What follows belongs to an exercise in optimizing a design on an open flow for small area, a short achievable clock period and few clock cycles per item; a production flow would make more cautious choices. Function was checked by simulation only, so behaviour that the tests miss may differ from the original.

## flow/design.v (module list and top-level ports; edited modules follow where they fit)
// module paa_ram: 24 lines
// module paa_div: 28 lines
// module paa_mul32x16: 878 lines
// module paa_sq32: 879 lines
// module point_attractor_accel_accumulate: 405 lines
module point_attractor_accel_accumulate #(
   parameter int MAX_ATTRACTORS = 8
) (
   input  wire logic         clock,
   input  wire logic         reset,
   input  wire logic [231:0] req_tdata,
   input  wire logic [0:0]   req_tuser,
   input  wire logic         req_tlast,
   input  wire logic         req_tvalid,
   output logic              req_tready,
   output logic      [95:0]  rsp_tdata,
   output logic      [0:0]   rsp_tuser,
   output logic              rsp_tlast,
   output logic              rsp_tvalid,
   input  wire logic         rsp_tready,
   input  wire logic         csr_we,
   input  wire logic [3:0]   csr_wdata
);
  // ...
==> flow/flow/run.sh <==
#!/bin/bash
set -uo pipefail
bash standard.sh SETUP_SLACK_MARGIN=6.5 finish > standard_flow.log 2>&1
==> flow/standard.sh <==
#!/bin/bash
# synth_recipe.tcl (not shown) runs the flow's synth.tcl, then flattens the netlist and writes it again
# the make line also repeats each setting of config.mk as NAME=value (left out here)
make -C /OpenROAD-flow-scripts/flow DESIGN_CONFIG=/design/flow/config.mk WORK_HOME=/design/flow/orfs CLKGATE_MAP_FILE= SYNTH_SCRIPT=/design/flow/synth_recipe.tcl "${@:-finish}"
==> flow/config.mk <==
export PLATFORM = sky130hd
export DESIGN_NAME = point_attractor_accel_accumulate
export DESIGN_NICKNAME = point_attractor_accel_accumulate
export VERILOG_FILES = /design/flow/design.v
export SDC_FILE = /design/flow/constraint.sdc
export NUM_CORES = 4
export LEC_CHECK = 0
export ABC_CLOCK_PERIOD_IN_PS = 4000
export CAP_MARGIN = 20
export CORE_MARGIN = 2
export CORE_UTILIZATION = 40
export SLEW_MARGIN = 20
==> flow/constraint.sdc <==
create_clock -name core_clock -period 11.0 [get_ports {clock}]
set_input_delay 2.2000 -clock core_clock [delete_from_list [all_inputs] [get_ports {clock}]]
set_output_delay 2.2000 -clock core_clock [all_outputs]
set_load 0.01 [all_outputs]
==> impl_metrics.csv, run 1 <==
group,metric,value,unit
final_layout,seq_share,38.5,%
critical_path,slowest_stage,"fa_1",
final_layout,nonClkBufAreaFrac,2.78,%
critical_path,r2r-end,"tbig_ff",
final_layout,final_common_cell,"edfxtp_1",
timing,setup_viol,0,
timing,tightest_slew,1.43,ns
clock_network,clock-root-buffer,"clkbuf_16",
routing,wire_per_inst,23.8,um
clock_network,clock_latency,1.14,ns
outcome,outcome,"finished clean",
clock_network,cts.repair.resized,253,
final_layout,syn_to_final_growth,12.4,%
hold_path,min_to,"negb_ff",
clock_network,cts_buffers,446,
clock_network,clockBufferDepth,4,
critical_path,cp-startpoint,"pls_ff[19]",
logic_synthesis,yosysTopAreaCell,"edfxtp_1",
final_layout,n_fill_cell,56200,
global_route,antenna_found_initial,124,
global_route,grt_first_pass_wirelength,1110,mm
final_layout,postLayoutCellArea,0.274,mm2
logic_synthesis,ys_types,109,
place,place_area,0.256,mm2
clock_network,numClockSinks,4059,
routing,routed_wl,752,mm
timing,clock_skew,0.159,ns
logic_synthesis,syn_nets,25700,
Testbench counts, summed over its fixed seeds: cycles 9,592, items 384.
==> module paa_ram, before the edit <==
module paa_ram (
   input  wire logic         clock,
   input  wire logic         we,
   input  wire logic [2:0]   waddr,
   input  wire logic [127:0] wdata,
   input  wire logic [2:0]   ra_a,
   input  wire logic [1:0]   rl_a,
   output logic      [31:0]  rd_a,
   input  wire logic [2:0]   ra_b,
   input  wire logic [1:0]   rl_b,
   output logic      [31:0]  rd_b,
   input  wire logic [2:0]   ra_s,
   output logic      [31:0]  rd_s
);
   logic [3:0][31:0] mem_ff [8];
   always_ff @(posedge clock) begin
      if (we) begin
         mem_ff[waddr] <= wdata;
      end
   end
   assign rd_a = mem_ff[ra_a][rl_a];
   assign rd_b = mem_ff[ra_b][rl_b];
   assign rd_s = mem_ff[ra_s][3];
endmodule
==> module paa_div, before the edit <==
module paa_div #(
   parameter int K  = 2,
   parameter int QW = 32
) (
   input  wire logic [47:0]   rem_i,
   input  wire logic [QW-1:0] qd_i,
   input  wire logic [47:0]   dsr,
   output logic      [47:0]   rem_o,
   output logic      [QW-1:0] qd_o
);
   always_comb begin
      logic [48:0] r2;
      logic [48:0] df;
      rem_o = rem_i;
      qd_o  = qd_i;
      for (int i = 0; i < K; i++) begin
         r2 = {rem_o, qd_o[QW-1]};
         df = r2 - {1'b0, dsr};
         if (!df[48]) begin
            rem_o = df[47:0];
            qd_o  = {qd_o[QW-2:0], 1'b1};
         end else begin
            rem_o = r2[47:0];
            qd_o  = {qd_o[QW-2:0], 1'b0};
         end
      end
   end
endmodule
==> module point_attractor_accel_accumulate, before the edit <==
module point_attractor_accel_accumulate #(
   parameter int MAX_ATTRACTORS = 8
) (
   input  wire logic         clock,
   input  wire logic         reset,
   input  wire logic [231:0] req_tdata,
   input  wire logic [0:0]   req_tuser,
   input  wire logic         req_tlast,
   input  wire logic         req_tvalid,
   output logic              req_tready,
   output logic      [95:0]  rsp_tdata,
   output logic      [0:0]   rsp_tuser,
   output logic              rsp_tlast,
   output logic              rsp_tvalid,
   input  wire logic         rsp_tready,
   input  wire logic         csr_we,
   input  wire logic [3:0]   csr_wdata
);
   localparam int K     = 1;                  
   localparam int NDIV  = 11;                 
   localparam int NIT   = 3 * NDIV - 1;       
   localparam int NSTEP = NIT * K;            
   localparam int DW    = (NDIV > 1) ? $clog2(NDIV) : 1;
   localparam int NSLOT = 3;                  
   localparam int SW    = $clog2(NSLOT);
   logic [2:0]       ph_ff;                   
   logic             nz_ff;                   
   logic [2:0]       nlast_ff;                
   logic             tv_ff;                   
   logic [2:0]       j_ff;
   logic [SW-1:0]    wp_ff, isp_ff, rp_ff;
   logic             ready_ff;
   logic [DW-1:0]    dptr_ff;
   logic [NSLOT-1:0][1:0] st_ff;
   logic [2:0][31:0] pos_ff  [NSLOT];
   logic [2:0][31:0] acc_ff  [NSLOT];
   logic             last_ff [NSLOT];
   logic             flag_ff [NSLOT];
   logic [31:0]      ea_ff, pa_ff;            
   logic [31:0]      mq_ff;                   
   logic [63:0]      sqs_ff, sqc_ff;
   logic [63:0]      sq_ff;
   logic [63:0]      d2_ff;
   logic             vq_ff;                   
   logic [SW-1:0]    tagq_ff;
   logic [2:0]       jq_ff;
   logic             lastq_ff;
   logic [31:0]      as1_ff;                  
   logic             sn1_ff;                  
   logic             v1_ff;
   logic [SW-1:0]    tag1_ff;
   logic [2:0]       j1_ff;
   logic             last1_ff;
   logic             dv_ff    [NDIV];
   logic [47:0]      rem_ff   [NDIV];
   logic [NSTEP-1:0] qd_ff    [NDIV];
   logic [47:0]      dsr_ff   [NDIV];
   logic             psat_ff  [NDIV];
   logic             dsn_ff   [NDIV];
   logic             dsz_ff   [NDIV];         
   logic [SW-1:0]    dtag_ff  [NDIV];
   logic [2:0]       dj_ff    [NDIV];
   logic             dlast_ff [NDIV];
   logic             vp_ff;
   logic [31:0]      fmag_ff;
   logic             fneg_ff;
   logic             flp_ff;
   logic [SW-1:0]    tagp_ff;
   logic             lastp_ff;
   logic [2:0]       jb_ff;                   
   logic [SW-1:0]    tb_ff;
   logic [31:0]      eb_ff, pb_ff;
   logic [31:0]      mr_ff;
   logic             sgr_ff, ovr_ff;
   logic             va_ff;
   logic [47:0]      pls_ff, plc_ff;          
   logic [47:0]      phs_ff, phc_ff;          
   logic             nega_ff;
   logic [1:0]       ka_ff;
   logic [SW-1:0]    taga_ff;
   logic             lasta_ff, fla_ff;
   logic             vb_ff;
   logic [31:0]      t_ff;                    
   logic             tbig_ff;                 
   logic [31:0]      aold_ff;
   logic             negb_ff;
   logic [1:0]       kb_ff;
   logic [SW-1:0]    tagb_ff;
   logic             lastb_ff, flb_ff;
   wire ph0 = ph_ff[0];
   wire ph1 = ph_ff[1];
   wire ph2 = ph_ff[2];
   wire [1:0] lane_a = ph0 ? 2'd0 : (ph1 ? 2'd1 : 2'd2);    
   wire [1:0] lane_b = lane_a;                               
   wire [1:0] lane_m = ph2 ? 2'd0 : (ph0 ? 2'd1 : 2'd2);    
   function automatic logic [SW-1:0] nxt(input logic [SW-1:0] i);
      nxt = (i == SW'(NSLOT - 1)) ? '0 : i + SW'(1);
   endfunction
   logic          acc_fire, ld_fire, pt_fire;
   logic [31:0]   rd_a, rd_b, rd_s;
   assign acc_fire = req_tvalid && ready_ff;
   assign ld_fire  = acc_fire && req_tuser[0];
   assign pt_fire  = acc_fire && !req_tuser[0];
   paa_ram u_table (
      .clock (clock),
      .we    (ld_fire),
      .waddr (req_tdata[2:0]),
      .wdata (req_tdata[130:3]),
      .ra_a  (j_ff),
      .rl_a  (lane_a),
      .rd_a  (rd_a),
      .ra_b  (jb_ff),
      .rl_b  (lane_b),
      .rd_b  (rd_b),
      .ra_s  (jq_ff),
      .rd_s  (rd_s)
   );
   logic [2:0][31:0] pos_a, pos_b;
   logic [33:0]      om_a, om_b;
   logic [63:0]      sqs, sqc;
   assign pos_a = pos_ff[isp_ff];
   assign pos_b = pos_ff[tb_ff];
   assign om_a  = paa_pkg::offmag(ea_ff, pa_ff);
   assign om_b  = paa_pkg::offmag(eb_ff, pb_ff);
   paa_sq32 u_sq (.x(mq_ff), .s(sqs), .c(sqc));
   always_ff @(posedge clock) begin
      ea_ff  <= rd_a;
      pa_ff  <= pos_a[lane_a];
      mq_ff  <= om_a[32:1];
      sqs_ff <= sqs;
      sqc_ff <= sqc;
      sq_ff  <= sqs_ff + sqc_ff;
      d2_ff  <= (ph1 ? 64'd0 : d2_ff) + sq_ff;
      if (ph2) begin
         tagq_ff  <= isp_ff;
         jq_ff    <= j_ff;
         lastq_ff <= (j_ff == nlast_ff);
         as1_ff   <= rd_s[31] ? (~rd_s + 32'd1) : rd_s;
         sn1_ff   <= rd_s[31];
         tag1_ff  <= tagq_ff;
         j1_ff    <= jq_ff;
         last1_ff <= lastq_ff;
      end
   end
   logic [47:0]      ld_dsr;
   logic [47:0]      ld_rem;
   logic [NSTEP-1:0] ld_qd;
   logic             ld_psat;
   logic [47:0]      dividend;
   assign ld_dsr   = d2_ff[63:16];
   assign dividend = {as1_ff, 16'd0};
   assign ld_rem   = 48'(dividend >> NSTEP);
   assign ld_qd    = dividend[NSTEP-1:0];
   assign ld_psat  = ({32'd0, as1_ff[31:16]} >= ld_dsr);
   for (genvar d = 0; d < NDIV; d++) begin : g_div
      logic [47:0]      rem_nx;
      logic [NSTEP-1:0] qd_nx;
      wire              sel = ph1 && (dptr_ff == DW'(d));
      paa_div #(.K(K), .QW(NSTEP)) u_step (
         .rem_i (rem_ff[d]),
         .qd_i  (qd_ff[d]),
         .dsr   (dsr_ff[d]),
         .rem_o (rem_nx),
         .qd_o  (qd_nx)
      );
      always_ff @(posedge clock) begin
         if (sel) begin
            rem_ff[d]   <= ld_rem;
            qd_ff[d]    <= ld_qd;
            dsr_ff[d]   <= ld_dsr;
            psat_ff[d]  <= ld_psat;
            dsn_ff[d]   <= sn1_ff;
            dsz_ff[d]   <= (as1_ff != '0);
            dtag_ff[d]  <= tag1_ff;
            dj_ff[d]    <= j1_ff;
            dlast_ff[d] <= last1_ff;
         end else begin
            rem_ff[d]   <= rem_nx;
            qd_ff[d]    <= qd_nx;
         end
      end
      always_ff @(posedge clock) begin
         if (reset) begin
            dv_ff[d] <= 1'b0;
         end else if (sel) begin
            dv_ff[d] <= v1_ff;
         end
      end
   end
   logic [31:0] q;
   logic        f_psat, f_sn, f_sz;
   logic [31:0] f_mag;
   logic        f_neg, f_fl;
   assign q      = qd_ff[dptr_ff][31:0];
   assign f_psat = psat_ff[dptr_ff];
   assign f_sn   = dsn_ff[dptr_ff];
   assign f_sz   = dsz_ff[dptr_ff];
   always_comb begin
      if (f_psat) begin
         f_neg = f_sn;
         f_mag = f_sn ? 32'h8000_0000 : (f_sz ? 32'h7FFF_FFFF : 32'd0);
         f_fl  = 1'b1;
      end else begin
         f_neg = f_sn && (q != '0);
         f_mag = q;
         f_fl  = 1'b0;
         if (f_sn) begin
            if (q[31] && (q[30:0] != '0)) begin
               f_mag = 32'h8000_0000;
               f_fl  = 1'b1;
            end
         end else if (q[31]) begin
            f_mag = 32'h7FFF_FFFF;
            f_fl  = 1'b1;
         end
      end
   end
   always_ff @(posedge clock) begin
      if (ph1) begin
         fmag_ff  <= f_mag;
         fneg_ff  <= f_neg;
         flp_ff   <= f_fl;
         tagp_ff  <= dtag_ff[dptr_ff];
         lastp_ff <= dlast_ff[dptr_ff];
      end
      if (ph2) begin
         jb_ff <= dj_ff[dptr_ff];
         tb_ff <= dtag_ff[dptr_ff];
      end
   end
   logic [47:0]      mls, mlc, mhs, mhc;
   logic [63:0]      prod;
   logic [2:0][31:0] acc_rd;
   paa_mul32x16 u_mul_lo (.a(mr_ff), .b(fmag_ff[15:0]),  .s(mls), .c(mlc));
   paa_mul32x16 u_mul_hi (.a(mr_ff), .b(fmag_ff[31:16]), .s(mhs), .c(mhc));
   assign prod   = {16'd0, pls_ff} + {16'd0, plc_ff} + {phs_ff, 16'd0} + {phc_ff, 16'd0};
   assign acc_rd = acc_ff[taga_ff];
   always_ff @(posedge clock) begin
      eb_ff    <= rd_b;
      pb_ff    <= pos_b[lane_b];
      mr_ff    <= om_b[32:1];
      sgr_ff   <= om_b[0];
      ovr_ff   <= om_b[33];
      pls_ff   <= mls;
      plc_ff   <= mlc;
      phs_ff   <= mhs;
      phc_ff   <= mhc;
      nega_ff  <= sgr_ff ^ fneg_ff;
      ka_ff    <= lane_m;
      taga_ff  <= tagp_ff;
      lasta_ff <= lastp_ff && ph1;
      fla_ff   <= flp_ff | ovr_ff;
      t_ff     <= prod[47:16];
      tbig_ff  <= (prod[63:48] != '0);
      aold_ff  <= acc_rd[ka_ff];
      negb_ff  <= nega_ff;
      kb_ff    <= ka_ff;
      tagb_ff  <= taga_ff;
      lastb_ff <= lasta_ff;
      flb_ff   <= fla_ff;
   end
   logic [33:0] acc_sum;
   logic [31:0] acc_new;
   logic        acc_sat;
   assign acc_sum = {{2{aold_ff[31]}}, aold_ff} + ({2'b00, t_ff} ^ {34{negb_ff}}) + {33'd0, negb_ff};
   always_comb begin
      if (tbig_ff) begin
         acc_new = negb_ff ? 32'h8000_0000 : 32'h7FFF_FFFF;
         acc_sat = 1'b1;
      end else if (!acc_sum[33] && acc_sum[32:31] != 2'b00) begin
         acc_new = 32'h7FFF_FFFF;
         acc_sat = 1'b1;
      end else if (acc_sum[33] && acc_sum[32:31] != 2'b11) begin
         acc_new = 32'h8000_0000;
         acc_sat = 1'b1;
      end else begin
         acc_new = acc_sum[31:0];
         acc_sat = 1'b0;
      end
   end
   logic                  xfer;
   logic                  take;                
   logic                  out_valid_ff;
   logic [95:0]           out_data_ff;
   logic                  out_sat_ff, out_last_ff;
   logic [NSLOT-1:0][1:0] st_nx;
   logic [SW-1:0]         wp_nx, isp_nx, rp_nx;
   logic [2:0]            j_nx;
   logic                  tv_nx;
   logic                  busy_nx;
   logic                  peek_pt;
   assign xfer    = out_valid_ff && rsp_tready;
   assign take    = (!out_valid_ff || rsp_tready) && (st_ff[rp_ff] == paa_pkg::SL_DONE);
   assign peek_pt = req_tvalid && !req_tuser[0] && !ready_ff;
   always_comb begin
      st_nx  = st_ff;
      wp_nx  = wp_ff;
      isp_nx = isp_ff;
      rp_nx  = rp_ff;
      j_nx   = j_ff;
      tv_nx  = tv_ff;
      if (pt_fire) begin
         st_nx[wp_ff] = paa_pkg::SL_LOAD;
         wp_nx        = nxt(wp_ff);
      end
      if (ph2) begin
         if (tv_ff) begin
            if (j_ff == nlast_ff) begin
               st_nx[isp_ff] = paa_pkg::SL_INFL;
               isp_nx        = nxt(isp_ff);
               j_nx          = '0;
            end else begin
               j_nx = j_ff + 3'd1;
            end
         end else if (!nz_ff && st_ff[isp_ff] == paa_pkg::SL_LOAD) begin
            st_nx[isp_ff] = paa_pkg::SL_DONE;
            isp_nx        = nxt(isp_ff);
         end
      end
      if (vb_ff && lastb_ff) begin
         st_nx[tagb_ff] = paa_pkg::SL_DONE;
      end
      if (take) begin
         st_nx[rp_ff] = paa_pkg::SL_FREE;
         rp_nx        = nxt(rp_ff);
      end
      if (ph2) begin
         tv_nx = nz_ff && (st_nx[isp_nx] == paa_pkg::SL_LOAD);
      end
      busy_nx = 1'b0;
      for (int i = 0; i < NSLOT; i++) begin
         busy_nx = busy_nx | (st_nx[i] == paa_pkg::SL_LOAD) | (st_nx[i] == paa_pkg::SL_INFL);
      end
   end
   always_ff @(posedge clock) begin
      if (reset) begin
         ph_ff    <= 3'b001;
         st_ff    <= '0;
         wp_ff    <= '0;
         isp_ff   <= '0;
         rp_ff    <= '0;
         j_ff     <= '0;
         tv_ff    <= 1'b0;
         ready_ff <= 1'b0;
         dptr_ff  <= '0;
         nz_ff    <= 1'b0;
         nlast_ff <= '0;
         vq_ff    <= 1'b0;
         v1_ff    <= 1'b0;
         vp_ff    <= 1'b0;
         va_ff    <= 1'b0;
         vb_ff    <= 1'b0;
         out_valid_ff <= 1'b0;
      end else begin
         out_valid_ff <= take || (out_valid_ff && !rsp_tready);
         ph_ff    <= {ph_ff[1:0], ph_ff[2]};
         st_ff    <= st_nx;
         wp_ff    <= wp_nx;
         isp_ff   <= isp_nx;
         rp_ff    <= rp_nx;
         j_ff     <= j_nx;
         tv_ff    <= tv_nx;
         ready_ff <= (st_nx[wp_nx] == paa_pkg::SL_FREE) && (peek_pt || !busy_nx || !nz_ff);
         if (ph2) begin
            vq_ff <= tv_ff;
            v1_ff <= vq_ff;
         end
         if (ph1) begin
            dptr_ff <= (dptr_ff == DW'(NDIV - 1)) ? '0 : dptr_ff + DW'(1);
            vp_ff   <= dv_ff[dptr_ff];
         end
         if (csr_we) begin
            nz_ff    <= (csr_wdata != 4'd0);
            nlast_ff <= csr_wdata[3] ? 3'd7 : (csr_wdata[2:0] - 3'd1);
         end
         va_ff <= vp_ff;
         vb_ff <= va_ff;
      end
   end
   for (genvar s = 0; s < NSLOT; s++) begin : g_slot
      always_ff @(posedge clock) begin
         if (pt_fire && wp_ff == SW'(s)) begin
            pos_ff[s]  <= req_tdata[98:3];
            acc_ff[s]  <= req_tdata[226:131];
            last_ff[s] <= req_tlast;
            flag_ff[s] <= 1'b0;
         end else if (vb_ff && tagb_ff == SW'(s)) begin
            acc_ff[s][kb_ff] <= acc_new;
            flag_ff[s]       <= flag_ff[s] | acc_sat | flb_ff;
         end
      end
   end
   always_ff @(posedge clock) begin
      if (take) begin
         out_data_ff <= acc_ff[rp_ff];
         out_sat_ff  <= flag_ff[rp_ff];
         out_last_ff <= last_ff[rp_ff];
      end
   end
   assign req_tready = ready_ff;
   assign rsp_tvalid = out_valid_ff;
   assign rsp_tdata  = out_data_ff;
   assign rsp_tuser  = out_sat_ff;
   assign rsp_tlast  = out_last_ff;
endmodule
==> run 2: changes to the inputs <==
--- a/flow/design.v
+++ b/flow/design.v
@@ -28,10 +28,10 @@
    input  wire logic [127:0] wdata,
-   input  wire logic [2:0]   ra_a,
+   input  wire logic [1:0]   ra_a,
    input  wire logic [1:0]   rl_a,
-   output logic      [31:0]  rd_a,
-   input  wire logic [2:0]   ra_b,
+   output logic [1:0][31:0]  rd_a,
+   input  wire logic [1:0]   ra_b,
    input  wire logic [1:0]   rl_b,
-   output logic      [31:0]  rd_b,
-   input  wire logic [2:0]   ra_s,
-   output logic      [31:0]  rd_s
+   output logic [1:0][31:0]  rd_b,
+   input  wire logic [1:0]   ra_s,
+   output logic [1:0][31:0]  rd_s
 );
@@ -43,5 +43,7 @@
    end
-   assign rd_a = mem_ff[ra_a][rl_a];
-   assign rd_b = mem_ff[ra_b][rl_b];
-   assign rd_s = mem_ff[ra_s][3];
+   for (genvar w = 0; w < 2; w++) begin : g_way
+      assign rd_a[w] = mem_ff[{ra_a, 1'(w)}][rl_a];
+      assign rd_b[w] = mem_ff[{ra_b, 1'(w)}][rl_b];
+      assign rd_s[w] = mem_ff[{ra_s, 1'(w)}][3];
+   end
 endmodule
@@ -50,3 +52,3 @@
 module paa_div #(
-   parameter int K  = 2,
+   parameter int K  = 1,
    parameter int QW = 32
@@ -59,19 +61,241 @@
 );
-   always_comb begin
-      logic [48:0] r2;
-      logic [48:0] df;
-      rem_o = rem_i;
-      qd_o  = qd_i;
-      for (int i = 0; i < K; i++) begin
-         r2 = {rem_o, qd_o[QW-1]};
-         df = r2 - {1'b0, dsr};
-         if (!df[48]) begin
-            rem_o = df[47:0];
-            qd_o  = {qd_o[QW-2:0], 1'b1};
-         end else begin
-            rem_o = r2[47:0];
-            qd_o  = {qd_o[QW-2:0], 1'b0};
-         end
-      end
-   end
+   logic [48:0] a, b, g, p, c, df;
+   logic        ge;
+   assign a = {rem_i, qd_i[QW-1]};
+   assign b = ~{1'b0, dsr};
+   assign g = a & b;
+   assign p = a ^ b;
+   wire x1, x2, x3, x4, x5, x6, x7, x8, x9, x10, x11, x12, x13, x14, x15, x16, x17, x18, x19, x20, x21, x22, x23, x24, x25, x26, x27, x28, x29, x30, x31, x32, x33, x34, x35, x36, x37, x38, x39, x40, x41, x42, x43, x44, x45, x46, x47, x48, x49, x50, x51, x52, x53, x54, x55, x56, x57, x58, x59, x60, x61, x62, x63, x64, x65, x66, x67, x68, x69, x70, x71, x72, x73, x74, x75, x76, x77, x78, x79, x80, x81, x82, x83, x84, x85, x86, x87, x88, x89, x90, x91, x92, x93, x94, x95, x96, x97, x98, x99, x100, x101, x102, x103, x104, x105, x106, x107, x108, x109, x110, x111, x112, x113, x114, x115, x116, x117, x118, x119, x120, x121, x122, x123, x124, x125, x126, x127, x128, x129, x130, x131, x132, x133, x134, x135, x136, x137, x138, x139, x140, x141, x142, x143, x144, x145, x146, x147, x148, x149, x150, x151, x152, x153, x154, x155, x156, x157, x158, x159, x160, x161, x162, x163, x164, x165, x166, x167, x168, x169, x170, x171, x172, x173, x174, x175, x176, x177, x178, x179;
+   assign x1 = g[0] | p[0];
+   assign x2 = g[1] | (p[1] & x1);
+   assign x3 = p[1] & p[0];
+   assign x4 = g[3] | (p[3] & g[2]);
+   assign x5 = p[3] & p[2];
+   assign x6 = g[5] | (p[5] & g[4]);
+   assign x7 = p[5] & p[4];
+   assign x8 = g[7] | (p[7] & g[6]);
+   assign x9 = p[7] & p[6];
+   assign x10 = g[9] | (p[9] & g[8]);
+   assign x11 = p[9] & p[8];
+   assign x12 = g[11] | (p[11] & g[10]);
+   assign x13 = p[11] & p[10];
+   assign x14 = g[13] | (p[13] & g[12]);
+   assign x15 = p[13] & p[12];
+   assign x16 = g[15] | (p[15] & g[14]);
+   assign x17 = p[15] & p[14];
+   assign x18 = g[17] | (p[17] & g[16]);
+   assign x19 = p[17] & p[16];
+   assign x20 = g[19] | (p[19] & g[18]);
+   assign x21 = p[19] & p[18];
+   assign x22 = g[21] | (p[21] & g[20]);
+   assign x23 = p[21] & p[20];
+   assign x24 = g[23] | (p[23] & g[22]);
+   assign x25 = p[23] & p[22];
+   assign x26 = g[25] | (p[25] & g[24]);
+   assign x27 = p[25] & p[24];
+   assign x28 = g[27] | (p[27] & g[26]);
+   assign x29 = p[27] & p[26];
+   assign x30 = g[29] | (p[29] & g[28]);
+   assign x31 = p[29] & p[28];
+   assign x32 = g[31] | (p[31] & g[30]);
+   assign x33 = p[31] & p[30];
+   assign x34 = g[33] | (p[33] & g[32]);
+   assign x35 = p[33] & p[32];
+   assign x36 = g[35] | (p[35] & g[34]);
+   assign x37 = p[35] & p[34];
+   assign x38 = g[37] | (p[37] & g[36]);
+   assign x39 = p[37] & p[36];
+   assign x40 = g[39] | (p[39] & g[38]);
+   assign x41 = p[39] & p[38];
+   assign x42 = g[41] | (p[41] & g[40]);
+   assign x43 = p[41] & p[40];
+   assign x44 = g[43] | (p[43] & g[42]);
+   assign x45 = p[43] & p[42];
+   assign x46 = g[45] | (p[45] & g[44]);
+   assign x47 = p[45] & p[44];
+   assign x48 = g[47] | (p[47] & g[46]);
+   assign x49 = p[47] & p[46];
+   assign x50 = x4 | (x5 & x2);
+   assign x51 = x5 & x3;
+   assign x52 = x8 | (x9 & x6);
+   assign x53 = x9 & x7;
+   assign x54 = x12 | (x13 & x10);
+   assign x55 = x13 & x11;
+   assign x56 = x16 | (x17 & x14);
+   assign x57 = x17 & x15;
+   assign x58 = x20 | (x21 & x18);
+   assign x59 = x21 & x19;
+   assign x60 = x24 | (x25 & x22);
+   assign x61 = x25 & x23;
+   assign x62 = x28 | (x29 & x26);
+   assign x63 = x29 & x27;
+   assign x64 = x32 | (x33 & x30);
+   assign x65 = x33 & x31;
+   assign x66 = x36 | (x37 & x34);
+   assign x67 = x37 & x35;
+   assign x68 = x40 | (x41 & x38);
+   assign x69 = x41 & x39;
+   assign x70 = x44 | (x45 & x42);
+   assign x71 = x45 & x43;
+   assign x72 = x48 | (x49 & x46);
+   assign x73 = x49 & x47;
+   assign x74 = x52 | (x53 & x50);
+   assign x75 = x53 & x51;
+   assign x76 = x56 | (x57 & x54);
+   assign x77 = x57 & x55;
+   assign x78 = x60 | (x61 & x58);
+   assign x79 = x61 & x59;
+   assign x80 = x64 | (x65 & x62);
+   assign x81 = x65 & x63;
+   assign x82 = x68 | (x69 & x66);
+   assign x83 = x69 & x67;
+   assign x84 = x72 | (x73 & x70);
+   assign x85 = x73 & x71;
+   assign x86 = x76 | (x77 & x74);
+   assign x87 = x77 & x75;
+   assign x88 = x80 | (x81 & x78);
+   assign x89 = x81 & x79;
+   assign x90 = x84 | (x85 & x82);
+   assign x91 = x85 & x83;
+   assign x92 = x88 | (x89 & x86);
+   assign x93 = x89 & x87;
+   assign x94 = x90 | (x91 & x92);
+   assign x95 = x91 & x93;
+   assign x96 = x78 | (x79 & x86);
+   assign x97 = x79 & x87;
+   assign x98 = x82 | (x83 & x92);
+   assign x99 = x83 & x93;
+   assign x100 = x54 | (x55 & x74);
+   assign x101 = x55 & x75;
+   assign x102 = x58 | (x59 & x86);
+   assign x103 = x59 & x87;
+   assign x104 = x62 | (x63 & x96);
+   assign x105 = x63 & x97;
+   assign x106 = x66 | (x67 & x92);
+   assign x107 = x67 & x93;
+   assign x108 = x70 | (x71 & x98);
+   assign x109 = x71 & x99;
+   assign x110 = x6 | (x7 & x50);
+   assign x111 = x7 & x51;
+   assign x112 = x10 | (x11 & x74);
+   assign x113 = x11 & x75;
+   assign x114 = x14 | (x15 & x100);
+   assign x115 = x15 & x101;
+   assign x116 = x18 | (x19 & x86);
+   assign x117 = x19 & x87;
+   assign x118 = x22 | (x23 & x102);
+   assign x119 = x23 & x103;
+   assign x120 = x26 | (x27 & x96);
+   assign x121 = x27 & x97;
+   assign x122 = x30 | (x31 & x104);
+   assign x123 = x31 & x105;
+   assign x124 = x34 | (x35 & x92);
+   assign x125 = x35 & x93;
+   assign x126 = x38 | (x39 & x106);
+   assign x127 = x39 & x107;
+   assign x128 = x42 | (x43 & x98);
+   assign x129 = x43 & x99;
+   assign x130 = x46 | (x47 & x108);
+   assign x131 = x47 & x109;
+   assign x132 = g[2] | (p[2] & x2);
+   assign x133 = p[2] & x3;
+   assign x134 = g[4] | (p[4] & x50);
+   assign x135 = p[4] & x51;
+   assign x136 = g[6] | (p[6] & x110);
+   assign x137 = p[6] & x111;
+   assign x138 = g[8] | (p[8] & x74);
+   assign x139 = p[8] & x75;
+   assign x140 = g[10] | (p[10] & x112);
+   assign x141 = p[10] & x113;
+   assign x142 = g[12] | (p[12] & x100);
+   assign x143 = p[12] & x101;
+   assign x144 = g[14] | (p[14] & x114);
+   assign x145 = p[14] & x115;
+   assign x146 = g[16] | (p[16] & x86);
+   assign x147 = p[16] & x87;
+   assign x148 = g[18] | (p[18] & x116);
+   assign x149 = p[18] & x117;
+   assign x150 = g[20] | (p[20] & x102);
+   assign x151 = p[20] & x103;
+   assign x152 = g[22] | (p[22] & x118);
+   assign x153 = p[22] & x119;
+   assign x154 = g[24] | (p[24] & x96);
+   assign x155 = p[24] & x97;
+   assign x156 = g[26] | (p[26] & x120);
+   assign x157 = p[26] & x121;
+   assign x158 = g[28] | (p[28] & x104);
+   assign x159 = p[28] & x105;
+   assign x160 = g[30] | (p[30] & x122);
+   assign x161 = p[30] & x123;
+   assign x162 = g[32] | (p[32] & x92);
+   assign x163 = p[32] & x93;
+   assign x164 = g[34] | (p[34] & x124);
+   assign x165 = p[34] & x125;
+   assign x166 = g[36] | (p[36] & x106);
+   assign x167 = p[36] & x107;
+   assign x168 = g[38] | (p[38] & x126);
+   assign x169 = p[38] & x127;
+   assign x170 = g[40] | (p[40] & x98);
+   assign x171 = p[40] & x99;
+   assign x172 = g[42] | (p[42] & x128);
+   assign x173 = p[42] & x129;
+   assign x174 = g[44] | (p[44] & x108);
+   assign x175 = p[44] & x109;
+   assign x176 = g[46] | (p[46] & x130);
+   assign x177 = p[46] & x131;
+   assign x178 = g[48] | (p[48] & x94);
+   assign x179 = p[48] & x95;
+   assign c[0] = 1'b1;
+   assign c[1] = x1;
+   assign c[2] = x2;
+   assign c[3] = x132;
+   assign c[4] = x50;
+   assign c[5] = x134;
+   assign c[6] = x110;
+   assign c[7] = x136;
+   assign c[8] = x74;
+   assign c[9] = x138;
+   assign c[10] = x112;
+   assign c[11] = x140;
+   assign c[12] = x100;
+   assign c[13] = x142;
+   assign c[14] = x114;
+   assign c[15] = x144;
+   assign c[16] = x86;
+   assign c[17] = x146;
+   assign c[18] = x116;
+   assign c[19] = x148;
+   assign c[20] = x102;
+   assign c[21] = x150;
+   assign c[22] = x118;
+   assign c[23] = x152;
+   assign c[24] = x96;
+   assign c[25] = x154;
+   assign c[26] = x120;
+   assign c[27] = x156;
+   assign c[28] = x104;
+   assign c[29] = x158;
+   assign c[30] = x122;
+   assign c[31] = x160;
+   assign c[32] = x92;
+   assign c[33] = x162;
+   assign c[34] = x124;
+   assign c[35] = x164;
+   assign c[36] = x106;
+   assign c[37] = x166;
+   assign c[38] = x126;
+   assign c[39] = x168;
+   assign c[40] = x98;
+   assign c[41] = x170;
+   assign c[42] = x128;
+   assign c[43] = x172;
+   assign c[44] = x108;
+   assign c[45] = x174;
+   assign c[46] = x130;
+   assign c[47] = x176;
+   assign c[48] = x94;
+   assign ge = x178;
+   assign df = p ^ c;
+   assign rem_o = ge ? df[47:0] : a[47:0];
+   assign qd_o  = {qd_i[QW-2:0], ge};
 endmodule
@@ -1854,8 +2078,5 @@
 );
-   localparam int K     = 1;                  
    localparam int NDIV  = 11;                 
-   localparam int NIT   = 3 * NDIV - 1;       
-   localparam int NSTEP = NIT * K;            
-   localparam int DW    = (NDIV > 1) ? $clog2(NDIV) : 1;
-   localparam int NSLOT = 3;                  
+   localparam int NSTEP = 3 * NDIV - 1;       
+   localparam int NSLOT = 5;                  
    localparam int SW    = $clog2(NSLOT);
@@ -1865,6 +2086,5 @@
    logic             tv_ff;                   
-   logic [2:0]       j_ff;
+   logic [1:0]       j_ff;                    
    logic [SW-1:0]    wp_ff, isp_ff, rp_ff;
    logic             ready_ff;
-   logic [DW-1:0]    dptr_ff;
    logic [NSLOT-1:0][1:0] st_ff;
@@ -1874,53 +2094,71 @@
    logic             flag_ff [NSLOT];
-   logic [31:0]      ea_ff, pa_ff;            
-   logic [31:0]      mq_ff;                   
-   logic [63:0]      sqs_ff, sqc_ff;
-   logic [63:0]      sq_ff;
-   logic [63:0]      d2_ff;
+   logic [31:0]      pa_ff;                   
+   logic [31:0]      ea_ff   [2];             
+   logic [31:0]      mq_ff   [2];             
+   logic [63:0]      sqs_ff  [2];
+   logic [63:0]      sqc_ff  [2];
+   logic [63:0]      sq_ff   [2];
+   logic [63:0]      d2_ff   [2];
    logic             vq_ff;                   
+   logic             wq_ff;                   
    logic [SW-1:0]    tagq_ff;
-   logic [2:0]       jq_ff;
+   logic [1:0]       jq_ff;
    logic             lastq_ff;
-   logic [31:0]      as1_ff;                  
-   logic             sn1_ff;                  
-   logic             v1_ff;
+   logic [31:0]      as1_ff  [2];             
+   logic             sn1_ff  [2];             
+   logic             v1_ff, w1_ff;
    logic [SW-1:0]    tag1_ff;
-   logic [2:0]       j1_ff;
+   logic [1:0]       j1_ff;
    logic             last1_ff;
+   logic [47:0]      rem_ff   [2][NDIV];
+   logic [NSTEP-1:0] qd_ff    [2][NDIV];
+   logic [47:0]      dsr_ff   [2][NDIV];
+   logic             psat_ff  [2][NDIV];
+   logic             dsn_ff   [2][NDIV];
+   logic             dsz_ff   [2][NDIV];      
    logic             dv_ff    [NDIV];
-   logic [47:0]      rem_ff   [NDIV];
-   logic [NSTEP-1:0] qd_ff    [NDIV];
-   logic [47:0]      dsr_ff   [NDIV];
-   logic             psat_ff  [NDIV];
-   logic             dsn_ff   [NDIV];
-   logic             dsz_ff   [NDIV];         
+   logic             dw_ff    [NDIV];
    logic [SW-1:0]    dtag_ff  [NDIV];
-   logic [2:0]       dj_ff    [NDIV];
+   logic [1:0]       dj_ff    [NDIV];
    logic             dlast_ff [NDIV];
-   logic             vp_ff;
-   logic [31:0]      fmag_ff;
-   logic             fneg_ff;
-   logic             flp_ff;
+   logic             vp_ff, wp1_ff;
+   logic [31:0]      fmag_ff  [2];
+   logic             fneg_ff  [2];
+   logic             flp_ff   [2];
    logic [SW-1:0]    tagp_ff;
    logic             lastp_ff;
-   logic [2:0]       jb_ff;                   
+   logic [1:0]       jb_ff;                   
    logic [SW-1:0]    tb_ff;
-   logic [31:0]      eb_ff, pb_ff;
-   logic [31:0]      mr_ff;
-   logic             sgr_ff, ovr_ff;
-   logic             va_ff;
-   logic [47:0]      pls_ff, plc_ff;          
-   logic [47:0]      phs_ff, phc_ff;          
-   logic             nega_ff;
+   logic [31:0]      pb_ff;
+   logic [31:0]      eb_ff   [2];
+   logic [31:0]      mr_ff   [2];
+   logic             sgr_ff  [2];
+   logic             ovr_ff  [2];
+   logic             va_ff, wa_ff;
+   logic [47:0]      pls_ff  [2];             
+   logic [47:0]      plc_ff  [2];
+   logic [47:0]      phs_ff  [2];             
+   logic [47:0]      phc_ff  [2];
+   logic             nega_ff [2];
+   logic             fla_ff  [2];
    logic [1:0]       ka_ff;
    logic [SW-1:0]    taga_ff;
-   logic             lasta_ff, fla_ff;
-   logic             vb_ff;
-   logic [31:0]      t_ff;                    
-   logic             tbig_ff;                 
+   logic             lasta_ff;
+   logic             vb_ff, wb_ff;
+   logic [31:0]      t_ff    [2];             
+   logic             tbig_ff [2];             
+   logic             negb_ff [2];
+   logic             flb_ff  [2];
    logic [31:0]      aold_ff;
-   logic             negb_ff;
    logic [1:0]       kb_ff;
    logic [SW-1:0]    tagb_ff;
-   logic             lastb_ff, flb_ff;
+   logic             lastb_ff;
+   logic             vc_ff, wc_ff;
+   logic [31:0]      x_ff;
+   logic             flx_ff;
+   logic [31:0]      t1_ff;
+   logic             tbig1_ff, neg1_ff, fl1_ff;
+   logic [1:0]       kc_ff;
+   logic [SW-1:0]    tagc_ff;
+   logic             lastc_ff;
    wire ph0 = ph_ff[0];
@@ -1929,3 +2167,2 @@
    wire [1:0] lane_a = ph0 ? 2'd0 : (ph1 ? 2'd1 : 2'd2);    
-   wire [1:0] lane_b = lane_a;                               
    wire [1:0] lane_m = ph2 ? 2'd0 : (ph0 ? 2'd1 : 2'd2);    
@@ -1934,4 +2171,15 @@
    endfunction
-   logic          acc_fire, ld_fire, pt_fire;
-   logic [31:0]   rd_a, rd_b, rd_s;
+   function automatic logic [32:0] satadd(input logic [31:0] a, input logic [31:0] t,
+                                          input logic big, input logic neg);
+      logic [33:0] sum;
+      logic [32:0] r;
+      sum = {{2{a[31]}}, a} + ({2'b00, t} ^ {34{neg}}) + {33'd0, neg};
+      if (big)                                   r = {1'b1, neg ? 32'h8000_0000 : 32'h7FFF_FFFF};
+      else if (!sum[33] && sum[32:31] != 2'b00)  r = {1'b1, 32'h7FFF_FFFF};
+      else if (sum[33] && sum[32:31] != 2'b11)   r = {1'b1, 32'h8000_0000};
+      else                                       r = {1'b0, sum[31:0]};
+      satadd = r;
+   endfunction
+   logic            acc_fire, ld_fire, pt_fire;
+   logic [1:0][31:0] rd_a, rd_b, rd_s;
    assign acc_fire = req_tvalid && ready_ff;
@@ -1948,3 +2196,3 @@
       .ra_b  (jb_ff),
-      .rl_b  (lane_b),
+      .rl_b  (lane_a),
       .rd_b  (rd_b),
@@ -1954,17 +2202,7 @@
    logic [2:0][31:0] pos_a, pos_b;
-   logic [33:0]      om_a, om_b;
-   logic [63:0]      sqs, sqc;
    assign pos_a = pos_ff[isp_ff];
    assign pos_b = pos_ff[tb_ff];
-   assign om_a  = paa_pkg::offmag(ea_ff, pa_ff);
-   assign om_b  = paa_pkg::offmag(eb_ff, pb_ff);
-   paa_sq32 u_sq (.x(mq_ff), .s(sqs), .c(sqc));
    always_ff @(posedge clock) begin
-      ea_ff  <= rd_a;
-      pa_ff  <= pos_a[lane_a];
-      mq_ff  <= om_a[32:1];
-      sqs_ff <= sqs;
-      sqc_ff <= sqc;
-      sq_ff  <= sqs_ff + sqc_ff;
-      d2_ff  <= (ph1 ? 64'd0 : d2_ff) + sq_ff;
+      pa_ff <= pos_a[lane_a];
+      pb_ff <= pos_b[lane_a];
       if (ph2) begin
@@ -1972,5 +2210,4 @@
          jq_ff    <= j_ff;
-         lastq_ff <= (j_ff == nlast_ff);
-         as1_ff   <= rd_s[31] ? (~rd_s + 32'd1) : rd_s;
-         sn1_ff   <= rd_s[31];
+         lastq_ff <= (j_ff == nlast_ff[2:1]);
+         wq_ff    <= (j_ff != nlast_ff[2:1]) || nlast_ff[0];
          tag1_ff  <= tagq_ff;
@@ -1978,76 +2215,129 @@
          last1_ff <= lastq_ff;
+         w1_ff    <= wq_ff;
       end
    end
-   logic [47:0]      ld_dsr;
-   logic [47:0]      ld_rem;
-   logic [NSTEP-1:0] ld_qd;
-   logic             ld_psat;
-   logic [47:0]      dividend;
-   assign ld_dsr   = d2_ff[63:16];
-   assign dividend = {as1_ff, 16'd0};
-   assign ld_rem   = 48'(dividend >> NSTEP);
-   assign ld_qd    = dividend[NSTEP-1:0];
-   assign ld_psat  = ({32'd0, as1_ff[31:16]} >= ld_dsr);
-   for (genvar d = 0; d < NDIV; d++) begin : g_div
-      logic [47:0]      rem_nx;
-      logic [NSTEP-1:0] qd_nx;
-      wire              sel = ph1 && (dptr_ff == DW'(d));
-      paa_div #(.K(K), .QW(NSTEP)) u_step (
-         .rem_i (rem_ff[d]),
-         .qd_i  (qd_ff[d]),
-         .dsr   (dsr_ff[d]),
-         .rem_o (rem_nx),
-         .qd_o  (qd_nx)
-      );
+   logic [31:0] f_mag [2];
+   logic        f_neg [2];
+   logic        f_fl  [2];
+   for (genvar w = 0; w < 2; w++) begin : g_way
+      logic [33:0] om_a, om_b;
+      logic [63:0] sqs, sqc;
+      assign om_a = paa_pkg::offmag(ea_ff[w], pa_ff);
+      assign om_b = paa_pkg::offmag(eb_ff[w], pb_ff);
+      paa_sq32 u_sq (.x(mq_ff[w]), .s(sqs), .c(sqc));
       always_ff @(posedge clock) begin
-         if (sel) begin
-            rem_ff[d]   <= ld_rem;
-            qd_ff[d]    <= ld_qd;
-            dsr_ff[d]   <= ld_dsr;
-            psat_ff[d]  <= ld_psat;
-            dsn_ff[d]   <= sn1_ff;
-            dsz_ff[d]   <= (as1_ff != '0);
-            dtag_ff[d]  <= tag1_ff;
-            dj_ff[d]    <= j1_ff;
-            dlast_ff[d] <= last1_ff;
-         end else begin
-            rem_ff[d]   <= rem_nx;
-            qd_ff[d]    <= qd_nx;
+         ea_ff[w]  <= rd_a[w];
+         mq_ff[w]  <= om_a[32:1];
+         sqs_ff[w] <= sqs;
+         sqc_ff[w] <= sqc;
+         sq_ff[w]  <= sqs_ff[w] + sqc_ff[w];
+         d2_ff[w]  <= (ph1 ? 64'd0 : d2_ff[w]) + sq_ff[w];
+         if (ph2) begin
+            as1_ff[w] <= rd_s[w][31] ? (~rd_s[w] + 32'd1) : rd_s[w];
+            sn1_ff[w] <= rd_s[w][31];
          end
       end
-      always_ff @(posedge clock) begin
-         if (reset) begin
-            dv_ff[d] <= 1'b0;
-         end else if (sel) begin
-            dv_ff[d] <= v1_ff;
+      logic [47:0]      ld_dsr;
+      logic [47:0]      ld_rem;
+      logic [NSTEP-1:0] ld_qd;
+      logic             ld_psat;
+      logic [47:0]      dividend;
+      logic [47:0]      rem_nx [NDIV];
+      logic [NSTEP-1:0] qd_nx  [NDIV];
+      assign ld_dsr   = d2_ff[w][63:16];
+      assign dividend = {as1_ff[w], 16'd0};
+      assign ld_rem   = 48'(dividend >> NSTEP);
+      assign ld_qd    = dividend[NSTEP-1:0];
+      assign ld_psat  = ({32'd0, as1_ff[w][31:16]} >= ld_dsr);
+      for (genvar d = 0; d < NDIV; d++) begin : g_div
+         paa_div #(.K(1), .QW(NSTEP)) u_step (
+            .rem_i (rem_ff[w][d]),
+            .qd_i  (qd_ff[w][d]),
+            .dsr   (dsr_ff[w][d]),
+            .rem_o (rem_nx[d]),
+            .qd_o  (qd_nx[d])
+         );
+         if (d == 0) begin : g_first
+            always_ff @(posedge clock) begin
+               if (ph1) begin
+                  rem_ff[w][0]  <= ld_rem;
+                  qd_ff[w][0]   <= ld_qd;
+                  dsr_ff[w][0]  <= ld_dsr;
+                  psat_ff[w][0] <= ld_psat;
+                  dsn_ff[w][0]  <= sn1_ff[w];
+                  dsz_ff[w][0]  <= (as1_ff[w] != '0);
+               end else begin
+                  rem_ff[w][0]  <= rem_nx[NDIV-1];
+                  qd_ff[w][0]   <= qd_nx[NDIV-1];
+                  dsr_ff[w][0]  <= dsr_ff[w][NDIV-1];
+                  psat_ff[w][0] <= psat_ff[w][NDIV-1];
+                  dsn_ff[w][0]  <= dsn_ff[w][NDIV-1];
+                  dsz_ff[w][0]  <= dsz_ff[w][NDIV-1];
+               end
+            end
+         end else begin : g_next
+            always_ff @(posedge clock) begin
+               rem_ff[w][d]  <= rem_nx[d-1];
+               qd_ff[w][d]   <= qd_nx[d-1];
+               dsr_ff[w][d]  <= dsr_ff[w][d-1];
+               psat_ff[w][d] <= psat_ff[w][d-1];
+               dsn_ff[w][d]  <= dsn_ff[w][d-1];
+               dsz_ff[w][d]  <= dsz_ff[w][d-1];
+            end
          end
       end
-   end
-   logic [31:0] q;
-   logic        f_psat, f_sn, f_sz;
-   logic [31:0] f_mag;
-   logic        f_neg, f_fl;
-   assign q      = qd_ff[dptr_ff][31:0];
-   assign f_psat = psat_ff[dptr_ff];
-   assign f_sn   = dsn_ff[dptr_ff];
-   assign f_sz   = dsz_ff[dptr_ff];
-   always_comb begin
-      if (f_psat) begin
-         f_neg = f_sn;
-         f_mag = f_sn ? 32'h8000_0000 : (f_sz ? 32'h7FFF_FFFF : 32'd0);
-         f_fl  = 1'b1;
-      end else begin
-         f_neg = f_sn && (q != '0);
-         f_mag = q;
-         f_fl  = 1'b0;
-         if (f_sn) begin
-            if (q[31] && (q[30:0] != '0)) begin
-               f_mag = 32'h8000_0000;
-               f_fl  = 1'b1;
+      logic [31:0] q;
+      logic        f_psat, f_sn, f_sz;
+      assign q      = qd_ff[w][NDIV-1][31:0];
+      assign f_psat = psat_ff[w][NDIV-1];
+      assign f_sn   = dsn_ff[w][NDIV-1];
+      assign f_sz   = dsz_ff[w][NDIV-1];
+      always_comb begin
+         if (f_psat) begin
+            f_neg[w] = f_sn;
+            f_mag[w] = f_sn ? 32'h8000_0000 : (f_sz ? 32'h7FFF_FFFF : 32'd0);
+            f_fl[w]  = 1'b1;
+         end else begin
+            f_neg[w] = f_sn && (q != '0);
+            f_mag[w] = q;
+            f_fl[w]  = 1'b0;
+            if (f_sn) begin
+               if (q[31] && (q[30:0] != '0)) begin
+                  f_mag[w] = 32'h8000_0000;
+                  f_fl[w]  = 1'b1;
+               end
+            end else if (q[31]) begin
+               f_mag[w] = 32'h7FFF_FFFF;
+               f_fl[w]  = 1'b1;
             end
-         end else if (q[31]) begin
-            f_mag = 32'h7FFF_FFFF;
-            f_fl  = 1'b1;
          end
       end
+      always_ff @(posedge clock) begin
+         if (ph1) begin
+            fmag_ff[w] <= f_mag[w];
+            fneg_ff[w] <= f_neg[w];
+            flp_ff[w]  <= f_fl[w];
+         end
+      end
+      logic [47:0] mls, mlc, mhs, mhc;
+      logic [63:0] prod;
+      paa_mul32x16 u_mul_lo (.a(mr_ff[w]), .b(fmag_ff[w][15:0]),  .s(mls), .c(mlc));
+      paa_mul32x16 u_mul_hi (.a(mr_ff[w]), .b(fmag_ff[w][31:16]), .s(mhs), .c(mhc));
+      assign prod = {16'd0, pls_ff[w]} + {16'd0, plc_ff[w]} + {phs_ff[w], 16'd0} + {phc_ff[w], 16'd0};
+      always_ff @(posedge clock) begin
+         eb_ff[w]   <= rd_b[w];
+         mr_ff[w]   <= om_b[32:1];
+         sgr_ff[w]  <= om_b[0];
+         ovr_ff[w]  <= om_b[33];
+         pls_ff[w]  <= mls;
+         plc_ff[w]  <= mlc;
+         phs_ff[w]  <= mhs;
+         phc_ff[w]  <= mhc;
+         nega_ff[w] <= sgr_ff[w] ^ fneg_ff[w];
+         fla_ff[w]  <= flp_ff[w] | ovr_ff[w];
+         t_ff[w]    <= prod[47:16];
+         tbig_ff[w] <= (prod[63:48] != '0);
+         negb_ff[w] <= nega_ff[w];
+         flb_ff[w]  <= fla_ff[w];
+      end
    end
@@ -2055,31 +2345,52 @@
       if (ph1) begin
-         fmag_ff  <= f_mag;
-         fneg_ff  <= f_neg;
-         flp_ff   <= f_fl;
-         tagp_ff  <= dtag_ff[dptr_ff];
-         lastp_ff <= dlast_ff[dptr_ff];
+         tagp_ff  <= dtag_ff[NDIV-1];
+         lastp_ff <= dlast_ff[NDIV-1];
+         wp1_ff   <= dw_ff[NDIV-1];
       end
       if (ph2) begin
-         jb_ff <= dj_ff[dptr_ff];
-         tb_ff <= dtag_ff[dptr_ff];
+         jb_ff <= dj_ff[NDIV-3];
+         tb_ff <= dtag_ff[NDIV-3];
+      end
+   end
+   always_ff @(posedge clock) begin
+      if (ph1) begin
+         dw_ff[0]    <= w1_ff;
+         dtag_ff[0]  <= tag1_ff;
+         dj_ff[0]    <= j1_ff;
+         dlast_ff[0] <= last1_ff;
+      end else begin
+         dw_ff[0]    <= dw_ff[NDIV-1];
+         dtag_ff[0]  <= dtag_ff[NDIV-1];
+         dj_ff[0]    <= dj_ff[NDIV-1];
+         dlast_ff[0] <= dlast_ff[NDIV-1];
+      end
+      if (reset) begin
+         dv_ff[0] <= 1'b0;
+      end else begin
+         dv_ff[0] <= ph1 ? v1_ff : dv_ff[NDIV-1];
+      end
+   end
+   for (genvar d = 1; d < NDIV; d++) begin : g_dtask
+      always_ff @(posedge clock) begin
+         dw_ff[d]    <= dw_ff[d-1];
+         dtag_ff[d]  <= dtag_ff[d-1];
+         dj_ff[d]    <= dj_ff[d-1];
+         dlast_ff[d] <= dlast_ff[d-1];
+         if (reset) begin
+            dv_ff[d] <= 1'b0;
+         end else begin
+            dv_ff[d] <= dv_ff[d-1];
+         end
       end
    end
-   logic [47:0]      mls, mlc, mhs, mhc;
-   logic [63:0]      prod;
    logic [2:0][31:0] acc_rd;
-   paa_mul32x16 u_mul_lo (.a(mr_ff), .b(fmag_ff[15:0]),  .s(mls), .c(mlc));
-   paa_mul32x16 u_mul_hi (.a(mr_ff), .b(fmag_ff[31:16]), .s(mhs), .c(mhc));
-   assign prod   = {16'd0, pls_ff} + {16'd0, plc_ff} + {phs_ff, 16'd0} + {phc_ff, 16'd0};
-   assign acc_rd = acc_ff[taga_ff];
+   logic [32:0]      r0, r1;
+   logic [31:0]      acc_new;
+   logic             acc_fl;
+   assign acc_rd  = acc_ff[taga_ff];
+   assign r0      = satadd(aold_ff, t_ff[0], tbig_ff[0], negb_ff[0]);
+   assign r1      = satadd(x_ff, t1_ff, tbig1_ff, neg1_ff);
+   assign acc_new = wc_ff ? r1[31:0] : x_ff;
+   assign acc_fl  = flx_ff | (wc_ff && (r1[32] || fl1_ff));
    always_ff @(posedge clock) begin
-      eb_ff    <= rd_b;
-      pb_ff    <= pos_b[lane_b];
-      mr_ff    <= om_b[32:1];
-      sgr_ff   <= om_b[0];
-      ovr_ff   <= om_b[33];
-      pls_ff   <= mls;
-      plc_ff   <= mlc;
-      phs_ff   <= mhs;
-      phc_ff   <= mhc;
-      nega_ff  <= sgr_ff ^ fneg_ff;
       ka_ff    <= lane_m;
@@ -2087,7 +2398,4 @@
       lasta_ff <= lastp_ff && ph1;
-      fla_ff   <= flp_ff | ovr_ff;
-      t_ff     <= prod[47:16];
-      tbig_ff  <= (prod[63:48] != '0);
+      wa_ff    <= wp1_ff;
       aold_ff  <= acc_rd[ka_ff];
-      negb_ff  <= nega_ff;
       kb_ff    <= ka_ff;
@@ -2095,22 +2403,13 @@
       lastb_ff <= lasta_ff;
-      flb_ff   <= fla_ff;
-   end
-   logic [33:0] acc_sum;
-   logic [31:0] acc_new;
-   logic        acc_sat;
-   assign acc_sum = {{2{aold_ff[31]}}, aold_ff} + ({2'b00, t_ff} ^ {34{negb_ff}}) + {33'd0, negb_ff};
-   always_comb begin
-      if (tbig_ff) begin
-         acc_new = negb_ff ? 32'h8000_0000 : 32'h7FFF_FFFF;
-         acc_sat = 1'b1;
-      end else if (!acc_sum[33] && acc_sum[32:31] != 2'b00) begin
-         acc_new = 32'h7FFF_FFFF;
-         acc_sat = 1'b1;
-      end else if (acc_sum[33] && acc_sum[32:31] != 2'b11) begin
-         acc_new = 32'h8000_0000;
-         acc_sat = 1'b1;
-      end else begin
-         acc_new = acc_sum[31:0];
-         acc_sat = 1'b0;
-      end
+      wb_ff    <= wa_ff;
+      x_ff     <= r0[31:0];
+      flx_ff   <= r0[32] | flb_ff[0];
+      t1_ff    <= t_ff[1];
+      tbig1_ff <= tbig_ff[1];
+      neg1_ff  <= negb_ff[1];
+      fl1_ff   <= flb_ff[1];
+      kc_ff    <= kb_ff;
+      tagc_ff  <= tagb_ff;
+      lastc_ff <= lastb_ff;
+      wc_ff    <= wb_ff;
    end
@@ -2123,3 +2422,3 @@
    logic [SW-1:0]         wp_nx, isp_nx, rp_nx;
-   logic [2:0]            j_nx;
+   logic [1:0]            j_nx;
    logic                  tv_nx;
@@ -2143,3 +2442,3 @@
          if (tv_ff) begin
-            if (j_ff == nlast_ff) begin
+            if (j_ff == nlast_ff[2:1]) begin
                st_nx[isp_ff] = paa_pkg::SL_INFL;
@@ -2148,3 +2447,3 @@
             end else begin
-               j_nx = j_ff + 3'd1;
+               j_nx = j_ff + 2'd1;
             end
@@ -2155,4 +2454,4 @@
       end
-      if (vb_ff && lastb_ff) begin
-         st_nx[tagb_ff] = paa_pkg::SL_DONE;
+      if (vc_ff && lastc_ff) begin
+         st_nx[tagc_ff] = paa_pkg::SL_DONE;
       end
@@ -2172,18 +2471,18 @@
       if (reset) begin
-         ph_ff    <= 3'b001;
-         st_ff    <= '0;
-         wp_ff    <= '0;
-         isp_ff   <= '0;
-         rp_ff    <= '0;
-         j_ff     <= '0;
-         tv_ff    <= 1'b0;
-         ready_ff <= 1'b0;
-         dptr_ff  <= '0;
-         nz_ff    <= 1'b0;
-         nlast_ff <= '0;
-         vq_ff    <= 1'b0;
-         v1_ff    <= 1'b0;
-         vp_ff    <= 1'b0;
-         va_ff    <= 1'b0;
-         vb_ff    <= 1'b0;
+         ph_ff        <= 3'b001;
+         st_ff        <= '0;
+         wp_ff        <= '0;
+         isp_ff       <= '0;
+         rp_ff        <= '0;
+         j_ff         <= '0;
+         tv_ff        <= 1'b0;
+         ready_ff     <= 1'b0;
+         nz_ff        <= 1'b0;
+         nlast_ff     <= '0;
+         vq_ff        <= 1'b0;
+         v1_ff        <= 1'b0;
+         vp_ff        <= 1'b0;
+         va_ff        <= 1'b0;
+         vb_ff        <= 1'b0;
+         vc_ff        <= 1'b0;
          out_valid_ff <= 1'b0;
@@ -2191,9 +2490,9 @@
          out_valid_ff <= take || (out_valid_ff && !rsp_tready);
-         ph_ff    <= {ph_ff[1:0], ph_ff[2]};
-         st_ff    <= st_nx;
-         wp_ff    <= wp_nx;
-         isp_ff   <= isp_nx;
-         rp_ff    <= rp_nx;
-         j_ff     <= j_nx;
-         tv_ff    <= tv_nx;
+         ph_ff        <= {ph_ff[1:0], ph_ff[2]};
+         st_ff        <= st_nx;
+         wp_ff        <= wp_nx;
+         isp_ff       <= isp_nx;
+         rp_ff        <= rp_nx;
+         j_ff         <= j_nx;
+         tv_ff        <= tv_nx;
          ready_ff <= (st_nx[wp_nx] == paa_pkg::SL_FREE) && (peek_pt || !busy_nx || !nz_ff);
@@ -2204,4 +2503,3 @@
          if (ph1) begin
-            dptr_ff <= (dptr_ff == DW'(NDIV - 1)) ? '0 : dptr_ff + DW'(1);
-            vp_ff   <= dv_ff[dptr_ff];
+            vp_ff   <= dv_ff[NDIV-1];
          end
@@ -2213,2 +2511,3 @@
          vb_ff <= va_ff;
+         vc_ff <= vb_ff;
       end
@@ -2222,5 +2521,5 @@
             flag_ff[s] <= 1'b0;
-         end else if (vb_ff && tagb_ff == SW'(s)) begin
-            acc_ff[s][kb_ff] <= acc_new;
-            flag_ff[s]       <= flag_ff[s] | acc_sat | flb_ff;
+         end else if (vc_ff && tagc_ff == SW'(s)) begin
+            acc_ff[s][kc_ff] <= acc_new;
+            flag_ff[s]       <= flag_ff[s] | acc_fl;
          end
==> impl_metrics.csv, run 2 <==
group,metric,value,unit
outcome,outcome,"finished clean",
clock_network,cts_buffers,736,
logic_synthesis,async_reset_ff_share,0,%
logic_synthesis,synth_top_family_by_area,"adder cells",
routing,routed_wl,1200,mm
global_route,antenna_found_initial,187,
global_route,grt_max_degree,155,
logic_synthesis,synth_ff_type,"dfxtp_1",
logic_synthesis,yosysMostFrequentCell,"inv_1",
final_layout,syn_to_final_growth,14.2,%
critical_path,worst-path-buf-inv,0,
global_route,grt_pass1_vias,275000,
clock_network,numClockSinks,6650,
global_route,grt_remaining_overflow,0,
logic_synthesis,yosysTopAreaCell,"dfxtp_1",
die,dieArea,0.963,mm2
critical_path,max_stage_delay,0.67,ns
routing,antenna_left,0,
place,placedCellCount,46600,
routing,drc,0,
timing,finalHoldViolCount,0,
logic_synthesis,synth_top_area_share,23.1,%
timing,final_max_slew_viol_count,0,
clock_network,clk_pin_slew,0.07,ns
critical_path,cp_top_family,"adder cells",
routing,drt_iter0_drc,25500,
logic_synthesis,synth_mux_area_share,6.17,%
hold_path,hp-class,"flip-flop to flip-flop",
logic_synthesis,synth_common_cells,"inv_1, dfxtp_1, fa_1",
logic_synthesis,syn_nets,40300,
global_route,track_usage,24.0,%
logic_synthesis,synthCells,34900,
final_layout,multi_input_area,0.210,mm2
critical_path,cp-end-kind,"flip-flop",
timing,setup_viol,0,
clock_network,clockBufferDepth,5,
logic_synthesis,synth-compound-area-share,10.6,%
final_layout,top_regs,"dsr_ff: 1056 flops, rem_ff: 1056 flops, u_table.mem_ff: 1024 flops",
routing,dr.pass1.iters,14,
routing,wire_per_inst,24.7,um
die,die_w,981,um
critical_path,critical_path.startpoint_type,"flip-flop",
global_route,grt_first_pass_wirelength,1760,mm
place,gp_congestion,0.913,
critical_path,arrival,5.51,ns
logic_synthesis,yosys_warnings,92,
die,io_pins,343,
critical_path,path_class,"flip-flop to flip-flop",
clock_network,ctsHoldBuffers,0,
timing,rsz0062_at_grt,"true",
timing,fmaxAchievable,0.217,GHz
final_layout,seqCellArea,0.156,mm2
final_layout,final_layout_size_suffix_gt1_share,11.8,%
place,port_buffers,337,
logic_synthesis,syn-cell-area,0.382,mm2
clock_network,clock_latency,1.12,ns
timing,period_share,41.9,%
logic_synthesis,syn_avg_cell_area,10.9,um2
logic_synthesis,synth_area_leaders,"dfxtp_1, edfxtp_1, fa_1, ha_1, and2_1",
timing,min_period,4.61,ns
logic_synthesis,synth_edf_count,2245,
die,die_h,981,um
logic_synthesis,seq_area_frac_synth,40.7,%
die,core,0.951,mm2
logic_synthesis,synth_fa_ha_area_share,23.0,%
critical_path,worstPathMaxFanout,5,
critical_path,cp_cell_sequence,"fa_1 > fa_1 > ha_4 > a21oi_1 > nor2b_1 > o21ai_0 > a21oi_1 > nor3_1 > o21ba_2 > nand4_1 > nand4_1 > mux2i_1 > a211oi_2 > o2111ai_2 > or4_4",
timing,tightest_slew,1.31,ns
final_layout,final_common_cell,"inv_1",
timing,clock_skew,0.144,ns
run,cap_violations,0,
critical_path,slowest_stage,"or4_4",
die,rows,358,
final_layout,most-common-layout-cells,"inv_1, dfxtp_1, fa_1, and2_1, edfxtp_1",
logic_synthesis,synthXorXnorAreaFrac,2.56,%
final_layout,final_cells,48400,
clock_network,clock-root-buffer,"clkbuf_16",
place,hpwlAfterDp,814,mm
final_layout,n_fill_cell,86600,
clock_network,cts_tree,"built",
clock_network,htree_levels,6,
logic_synthesis,synthSimpleGateAreaFrac,10.8,%
timing,relSlewSlack,12.4,%
logic_synthesis,ys_types,99,
routing,vias,268000,
final_layout,fin_nets,40500,
timing,fin_setup_tns,0,ns
critical_path,cp.required,11.90,ns
logic_synthesis,ys_ff_latch,6650,
die,initial_core_util,40.2,%
routing,vias_per_cell,5.52,
run 2: cell types whose count changed after synthesis, moves of 184 or more:
cell and delta:
dfxtp_1 +2761, inv_1 +2304, fa_1 +1811, and2_1 +1306
ha_1 +1005, mux2_2 +454, clkbuf_1 +372, xnor2_1 +354
o21ai_0 +324, a21oi_1 +286, a22oi_1 -196, mux2i_1 +188
and3_1 +184
run 2: timing repair:
| action | in CTS | in global routing |
|---|---|---|
| cloned | 39 | 24 |
| setup endpoints to repair | 2489 | 1307 |
| gates resized for setup | 858 | 809 |
| setup buffers | 187 | 144 |
| pin swaps | 201 | 324 |
run 2: cell families (layout without fill, tap and decap cells):
kind of cell,after synthesis,after routing
compound gates,6336,6339
simple gates,7793,7796
buf+inv,6159,6922
mux,1723,1723
xor+xnor,1118,1118
other cells,0,132
flops,6650,6650
fa+ha+maj,5159,5159
run 2: worst register-to-register path, stage by stage (launching register included):
cell and delay, ns:
dfxtp_1 0.45, fa_1 0.47, fa_1 0.57, ha_4 0.36, a21oi_1 0.06, nor2b_1 0.29
o21ai_0 0.20, a21oi_1 0.17, nor3_1 0.08, o21ba_2 0.24, nand4_1 0.18, nand4_1 0.18
mux2i_1 0.18, a211oi_2 0.25, o2111ai_2 0.13, or4_4 0.67
run 2: final cells by class:
| type | count | share of cell area (%) |
|---|---|---|
| Tap cell | 12600 | 3.62 |
| Timing Repair inverter | 3 | 0.00574 |
| Antenna cell | 132 | 0.0758 |
| Timing Repair Buffer | 1110 | 2.76 |
| Inverter | 4475 | 3.88 |
| Clock buffer | 996 | 4.78 |
| Multi-Input combinational cell | 22100 | 48.1 |
| Sequential cell | 6650 | 35.7 |
| Clock inverter | 338 | 0.987 |
run 2: through the flow:
step	area (um2)	setup slack [ns]	util [%]	hold slack, ns
after floorplan	382000	4.78	-	0.310
after global placement	399000	4.12	41.9	0.310
after detailed placement	399000	4.15	41.9	0.312
after CTS	431000	6.40	45.3	0.222
after global routing	436000	6.34	45.8	0.251
final	436000	6.39	45.9	0.239
run 2: path summary, 6_finish.rpt:
check / from / slack, ns / to / cells after the start
worst max-delay path: phs_ff[0][22] / 6.39 / tbig_ff[0] / 15
worst min-delay path: qd_ff[17][9] / 0.24 / qd_ff[18][10] / 0
worst max register to register: phs_ff[0][22] / 6.39 / tbig_ff[0] / 15
worst min register to register: qd_ff[17][9] / 0.24 / qd_ff[18][10] / 0
run 2: layer usage:
metal	routed length [um]	global-route usage [%]	vias up	share of wire (%)
met5	713	0	-	0.060
met4	55200	9.94	102	4.6
met1	493000	31.9	134000	41
li1	-	-	119000	-
met2	538000	38.2	11800	45
met3	111000	5.27	2717	9.3
Testbench counts of run 2, summed over its fixed seeds: cycles 4,992, items 384.

-- afterwards: timing with drivers on the ports --
No port has a modelled driver above. Below, the same layouts with a new extraction and two added sets of constraints. Step 1 (the two cells are an assumption about what drives the block):
set clk [get_ports {clock}]
set_driving_cell -lib_cell sky130_fd_sc_hd__clkbuf_16 $clk
set_driving_cell -lib_cell sky130_fd_sc_hd__buf_2 [delete_from_list [all_inputs] $clk]
Step 2 also shifts input and output timing later by t, the mid clock arrival at the registers, as if the neighbouring blocks saw the same clock. Slacks: ideal / step 1 / step 2; pairs: ideal / step 1.
run | shift t [ns] | slack for setup (ns) | hold slack, ns | worst setup path at the end | worst slew at a driven data input, ns
run 1 | 1.157 | 6.348 / 6.348 / 5.342 | 0.328 / 0.328 / 0.328 | input to register | 0.42
run 2 | 1.219 | 6.386 / 6.386 / 5.335 | 0.239 / 0.239 / 0.239 | input to register | 0.35
After both steps setup and hold are still met in every run listed. For run 2, which loses most, drivers alone change the setup slack by 0.000 ns; drivers and shift together by -1.051 ns.
